From an optimization exercise on the open Yosys and OpenROAD flow, aimed at small area; shortcuts taken in it are not production practice.
RTL that was checked went through simulation tests only; none was proved equivalent to the original.
Power is estimated from default activity; no workload was simulated.

==> inputs of zinc <==
Design output_gather, start of the top module:
module output_gather
#(
  parameter int N      = tpu_pkg::TPU_N,
  parameter int DATA_W = tpu_pkg::TPU_DATA_W
) (
  input  logic                  clk,
  input  logic                  reset,
  input  logic                  clear,
  input  logic [N-1:0]          lane_valid,
  input  logic [N*DATA_W-1:0]   lane_data,
  output logic                  in_ready,
  output logic                  mat_valid,
  input  logic                  mat_ready,
  output logic [N*N*DATA_W-1:0] c_mat,
  output logic                  err
);
  logic                             full;    
  logic                             zero;
  logic [N-1:0]                     take;
  logic [N-1:0]                     lane_full_now;
  logic [N-1:0]                     overrun;
  logic [N-1:0][N-1:0][DATA_W-1:0]  lane_elems;
  assign in_ready  = !full;
  assign mat_valid = full;
  assign zero      = clear || (full && mat_ready);
  assign take      = lane_valid & {N{!full && !clear}};
  ...
==> module gather_lane, before the edit <==
module gather_lane
#(
  parameter int N      = tpu_pkg::TPU_N,
  parameter int DATA_W = tpu_pkg::TPU_DATA_W,
  parameter int CW     = $clog2(N + 1)
) (
  input  logic                     clk,
  input  logic                     reset,
  input  logic                     zero,       
  input  logic                     take,       
  input  logic [DATA_W-1:0]        data,
  output logic                     lane_full,  
  output logic                     overrun,
  output logic [N-1:0][DATA_W-1:0] elems
);
  logic [CW-1:0] cnt;
  logic          acc;
  assign acc       = take && !cnt[CW-1];
  assign overrun   = take && cnt[CW-1];
  assign lane_full = cnt[CW-1];
  always_ff @(posedge clk) begin
    if (reset || zero) cnt <= '0;
    else if (acc)      cnt <= cnt + CW'(1);
  end
  always_ff @(posedge clk) begin
    if (acc) elems <= {data, elems[N-1:1]};
  end
endmodule
==> module output_gather, before the edit <==
module output_gather
#(
  parameter int N      = tpu_pkg::TPU_N,
  parameter int DATA_W = tpu_pkg::TPU_DATA_W
) (
  input  logic                  clk,
  input  logic                  reset,
  input  logic                  clear,
  input  logic [N-1:0]          lane_valid,
  input  logic [N*DATA_W-1:0]   lane_data,
  output logic                  in_ready,
  output logic                  mat_valid,
  input  logic                  mat_ready,
  output logic [N*N*DATA_W-1:0] c_mat,
  output logic                  err
);
  logic                             full;    
  logic                             zero;
  logic [N-1:0]                     take;
  logic [N-1:0]                     lane_full_now;
  logic [N-1:0]                     overrun;
  logic [N-1:0][N-1:0][DATA_W-1:0]  lane_elems;
  assign in_ready  = !full;
  assign mat_valid = full;
  assign zero      = clear || (full && mat_ready);
  assign take      = lane_valid & {N{!full && !clear}};
  gather_lane #(.N(N), .DATA_W(DATA_W)) u_lane [N-1:0] (
    .clk       (clk),
    .reset     (reset),
    .zero      (zero),
    .take      (take),
    .data      (lane_data),
    .lane_full (lane_full_now),
    .overrun   (overrun),
    .elems     (lane_elems)
  );
  for (genvar c = 0; c < N; c++) begin : g_col
    for (genvar r = 0; r < N; r++) begin : g_row
      assign c_mat[(r*N+c)*DATA_W +: DATA_W] = lane_elems[c][r];
    end
  end
  assign full = &lane_full_now;
  always_ff @(posedge clk) begin
    if (reset) err <= 1'b0;
    else if (!clear && ((|overrun) || ((|lane_valid) && full)))
      err <= 1'b1;
  end
endmodule
==> flow/config.mk <==
export PLATFORM = sky130hd
export DESIGN_NAME = output_gather
export DESIGN_NICKNAME = output_gather
export VERILOG_FILES = /design/flow/design.v
export SDC_FILE = /design/flow/constraint.sdc
export NUM_CORES = 4
export LEC_CHECK = 0
export CAP_MARGIN = 10
export CORE_AREA = 10 10 410 410
export DIE_AREA = 0 0 420 420
export GPL_TIMING_DRIVEN = 0
export SLEW_MARGIN = 10
==> flow/constraint.sdc <==
create_clock -name core_clock -period 5.0 [get_ports {clk}]
set_input_delay 1.0000 -clock core_clock [delete_from_list [all_inputs] [get_ports {clk}]]
set_output_delay 1.0000 -clock core_clock [all_outputs]
set_load 0.01 [all_outputs]
standard.sh (not shown) runs the stock make flow with config.mk's settings and CLKGATE_MAP_FILE= SYNTH_SCRIPT=/design/flow/synth_recipe.tcl, a recipe that flattens the netlist after the stock synthesis.
==> flow/flow/run.sh <==
#!/bin/bash
# Standard ORFS layout, with the smallest buffer on the ports and no CTS dummy loads.
set -euo pipefail
export BUFFER_PORTS_ARGS="-buffer_cell sky130_fd_sc_hd__buf_1"
export CTS_ARGS="-sink_clustering_enable -repair_clock_nets -dont_use_dummy_load -buf_list sky130_fd_sc_hd__clkbuf_16 -sink_clustering_size 28 -sink_clustering_max_diameter 100"
bash standard.sh > standard.log 2>&1
==> inputs of yarrow, as changes to zinc <==
--- a/flow/design.v
+++ b/flow/design.v
@@ -28,6 +28,16 @@
     else if (acc)      cnt <= cnt + CW'(1);
   end
-  always_ff @(posedge clk) begin
-    if (acc) elems <= {data, elems[N-1:1]};
+  logic [N-1:0] live;
+  always_comb begin
+    live = '0;
+    for (int k = 0; k < N; k++)
+      if (cnt == CW'(k))
+        for (int r = N - 1 - k; r < N; r++) live[r] = 1'b1;
+  end
+  for (genvar r = 0; r < N; r++) begin : g_row
+    always_ff @(posedge clk) begin
+      if (acc && live[r])
+        elems[r] <= (r == N - 1) ? data : elems[(r + 1) % N];
+    end
   end
 endmodule
--- a/flow/config.mk
+++ b/flow/config.mk
@@ -6,7 +6,6 @@
 export NUM_CORES = 4
 export LEC_CHECK = 0
-export CAP_MARGIN = 10
+export CAP_MARGIN = 0
 export CORE_AREA = 10 10 410 410
 export DIE_AREA = 0 0 420 420
-export GPL_TIMING_DRIVEN = 0
-export SLEW_MARGIN = 10
+export SLEW_MARGIN = 0
==> inputs of indigo, as changes to zinc <==
--- a/flow/design.v
+++ b/flow/design.v
@@ -15,5 +15,5 @@
   input  logic                     take,       
   input  logic [DATA_W-1:0]        data,
-  output logic                     lane_full,  
+  output logic                     lane_full,
   output logic                     overrun,
   output logic [N-1:0][DATA_W-1:0] elems
@@ -23,8 +23,9 @@
   assign acc       = take && !cnt[CW-1];
   assign overrun   = take && cnt[CW-1];
-  assign lane_full = cnt[CW-1];
-  always_ff @(posedge clk) begin
-    if (reset || zero) cnt <= '0;
-    else if (acc)      cnt <= cnt + CW'(1);
+  assign lane_full = cnt[CW-1] || (acc && (cnt == CW'(N - 1)));
+  always_ff @(posedge clk or posedge reset) begin
+    if (reset)     cnt <= '0;
+    else if (zero) cnt <= '0;
+    else if (acc)  cnt <= cnt + CW'(1);
   end
   always_ff @(posedge clk) begin
@@ -51,5 +52,5 @@
   logic                             zero;
   logic [N-1:0]                     take;
-  logic [N-1:0]                     lane_full_now;
+  logic [N-1:0]                     lane_full;
   logic [N-1:0]                     overrun;
   logic [N-1:0][N-1:0][DATA_W-1:0]  lane_elems;
@@ -64,5 +65,5 @@
     .take      (take),
     .data      (lane_data),
-    .lane_full (lane_full_now),
+    .lane_full (lane_full),
     .overrun   (overrun),
     .elems     (lane_elems)
@@ -73,6 +74,10 @@
     end
   end
-  assign full = &lane_full_now;
-  always_ff @(posedge clk) begin
+  always_ff @(posedge clk or posedge reset) begin
+    if (reset)     full <= 1'b0;
+    else if (zero) full <= 1'b0;
+    else if (!full && (&lane_full)) full <= 1'b1;
+  end
+  always_ff @(posedge clk or posedge reset) begin
     if (reset) err <= 1'b0;
     else if (!clear && ((|overrun) || ((|lane_valid) && full)))
==> flow/flow/run.sh (replaced) <==
#!/bin/bash
# Standard ORFS layout, with the smallest buffer on the ports and no CTS dummy loads.
set -euo pipefail
export BUFFER_PORTS_ARGS="-buffer_cell sky130_fd_sc_hd__buf_1"
export PLACE_PINS_ARGS="-min_distance 1 -min_distance_in_tracks"
export CTS_ARGS="-sink_clustering_enable -repair_clock_nets -dont_use_dummy_load -buf_list sky130_fd_sc_hd__clkbuf_16 -sink_clustering_size 32 -sink_clustering_max_diameter 80"
bash standard.sh > standard.log 2>&1
==> flow/config.mk (replaced) <==
export PLATFORM = sky130hd
export DESIGN_NAME = output_gather
export DESIGN_NICKNAME = output_gather
export VERILOG_FILES = /design/flow/design.v
export SDC_FILE = /design/flow/constraint.sdc
export NUM_CORES = 4
export LEC_CHECK = 0
export CAP_MARGIN = 20
export CORE_AREA = 10 10 310 310
export DIE_AREA = 0 0 320 320
export SLEW_MARGIN = 20
==> inputs of juniper, as changes to zinc <==
--- a/flow/design.v
+++ b/flow/design.v
@@ -15,5 +15,5 @@
   input  logic                     take,       
   input  logic [DATA_W-1:0]        data,
-  output logic                     lane_full,  
+  output logic                     lane_full,
   output logic                     overrun,
   output logic [N-1:0][DATA_W-1:0] elems
@@ -23,5 +23,5 @@
   assign acc       = take && !cnt[CW-1];
   assign overrun   = take && cnt[CW-1];
-  assign lane_full = cnt[CW-1];
+  assign lane_full = cnt[CW-1] || (acc && (cnt == CW'(N - 1)));
   always_ff @(posedge clk) begin
     if (reset || zero) cnt <= '0;
@@ -51,5 +51,5 @@
   logic                             zero;
   logic [N-1:0]                     take;
-  logic [N-1:0]                     lane_full_now;
+  logic [N-1:0]                     lane_full;
   logic [N-1:0]                     overrun;
   logic [N-1:0][N-1:0][DATA_W-1:0]  lane_elems;
@@ -64,5 +64,5 @@
     .take      (take),
     .data      (lane_data),
-    .lane_full (lane_full_now),
+    .lane_full (lane_full),
     .overrun   (overrun),
     .elems     (lane_elems)
@@ -73,5 +73,8 @@
     end
   end
-  assign full = &lane_full_now;
+  always_ff @(posedge clk) begin
+    if (reset || zero) full <= 1'b0;
+    else if (!full && (&lane_full)) full <= 1'b1;
+  end
   always_ff @(posedge clk) begin
     if (reset) err <= 1'b0;
==> flow/flow/run.sh (replaced) <==
#!/bin/bash
# Standard ORFS layout, with the smallest buffer on the ports and no CTS dummy loads.
set -euo pipefail
export BUFFER_PORTS_ARGS="-buffer_cell sky130_fd_sc_hd__buf_1"
export CTS_ARGS="-sink_clustering_enable -repair_clock_nets -dont_use_dummy_load -buf_list sky130_fd_sc_hd__clkbuf_16 -sink_clustering_size 32 -sink_clustering_max_diameter 80"
bash standard.sh > standard.log 2>&1
--- a/flow/config.mk
+++ b/flow/config.mk
@@ -6,7 +6,6 @@
 export NUM_CORES = 4
 export LEC_CHECK = 0
-export CAP_MARGIN = 10
+export CAP_MARGIN = 20
 export CORE_AREA = 10 10 410 410
 export DIE_AREA = 0 0 420 420
-export GPL_TIMING_DRIVEN = 0
-export SLEW_MARGIN = 10
+export SLEW_MARGIN = 20
==> results by group <==
Run status
  • Status: timing/DRC/antenna clean

Timing
  • Setup WS post-layout: 1570 ps
  • Hold_ws: 387 ps

Critical path
  • CP endpoint: mat_valid

Power
  • Worst vdd ir: 297 uV
  • Sequential share of power: 0.678

Finish
  • Share of layout cells above drive strength 1: 0.0574

GRT
  • Overall Global Routing Usage: 0.153
[end of results for yarrow]
==> results by group <==
GRT
  • Overall Global Routing Usage: 0.183

Floorplanning
  • Core Area: between 80,000 and 90,000 sq um

Run status
  • Status: timing/DRC/antenna clean

Critical path
  • CP endpoint: u_lane[2].elems[7]$_DFFE_PP_

Finish
  • Share of layout cells above drive strength 1: 0.0336
  • Largest Register: u_lane.elems

Timing
  • Hold_ws: 411 ps
  • Setup WS post-layout: approximately 2200 ps

Power
  • Sequential share of power: 0.681
[end of results for indigo]
==> results by group <==
GRT
  • Overall Global Routing Usage: 0.118

Timing
  • Setup WS post-layout: between 2000 and 2500 ps
  • Hold_ws: ~390 ps
  • RSZ-0062 raised after global routing: no

Run status
  • Status: timing/DRC/antenna clean

Critical path
  • CP endpoint: u_lane[7].elems[5]$_DFFE_PP_

Finish
  • Share of layout cells above drive strength 1: 0.0405

Power
  • Worst vdd ir: between 200 and 300 uV
  • Sequential share of power: 0.655
[end of results for juniper]
==> results by group <==
Power
  • Sequential share of power: 0.659
  • Internal cell power: 12.2 mW
  • Worst vdd ir: 289 uV

Drt
  • Wire length on met1: 43,800 um

Run status
  • Status: timing/DRC/antenna clean

Floorplanning
  • Core Area: 159,000 sq um

GRT
  • Overall Global Routing Usage: 0.127

Timing
  • Final Hold Vio Count: 0
  • Setup WS post-layout: 1980 ps
  • Hold_ws: a little under 400 ps

Finish
  • Share of layout cells above drive strength 1: 0.0559

Synthesis
  • Post-synthesis instance total: 1,165
[end of results for zinc]
For yarrow, only the layout was checked, not whether the RTL still works.

==> separate check: timing with driven ports <==
The results above use ideal ports. As a check the final layouts listed here were re-extracted and re-timed, cells and wires unchanged. Step 1 assumes that a clkbuf_16 drives the clock port and a buf_2 every other input. Step 2, shift: input delay + t, output delay - t, t = (earliest + latest rising clock arrival at the registers) / 2. This alone moves slack from input paths to output paths. Three values: no drivers, after step 1, after step 2; two values: the first two.
run	t, ns	setup WS [ns]	worst hold slack (ns)	worst setup path after step 2	pins driven straight from the clock port
zinc	0.711	1.975 / 1.896 / 1.299	0.384 / 0.384 / 0.384	input to register	1
yarrow	0.694	1.573 / 1.500 / 1.396	0.387 / 0.387 / 0.387	input to register	1
indigo	0.645	2.215 / 2.202 / 1.557	0.411 / 0.411 / 0.411	input to register	1
juniper	0.726	2.412 / 2.298 / 1.572	0.392 / 0.392 / 0.392	input to register	1
After both steps every run listed still meets setup and hold. The setup slack of juniper, which loses most, moves by -0.114 ns with the drivers and by -0.840 ns with both steps.
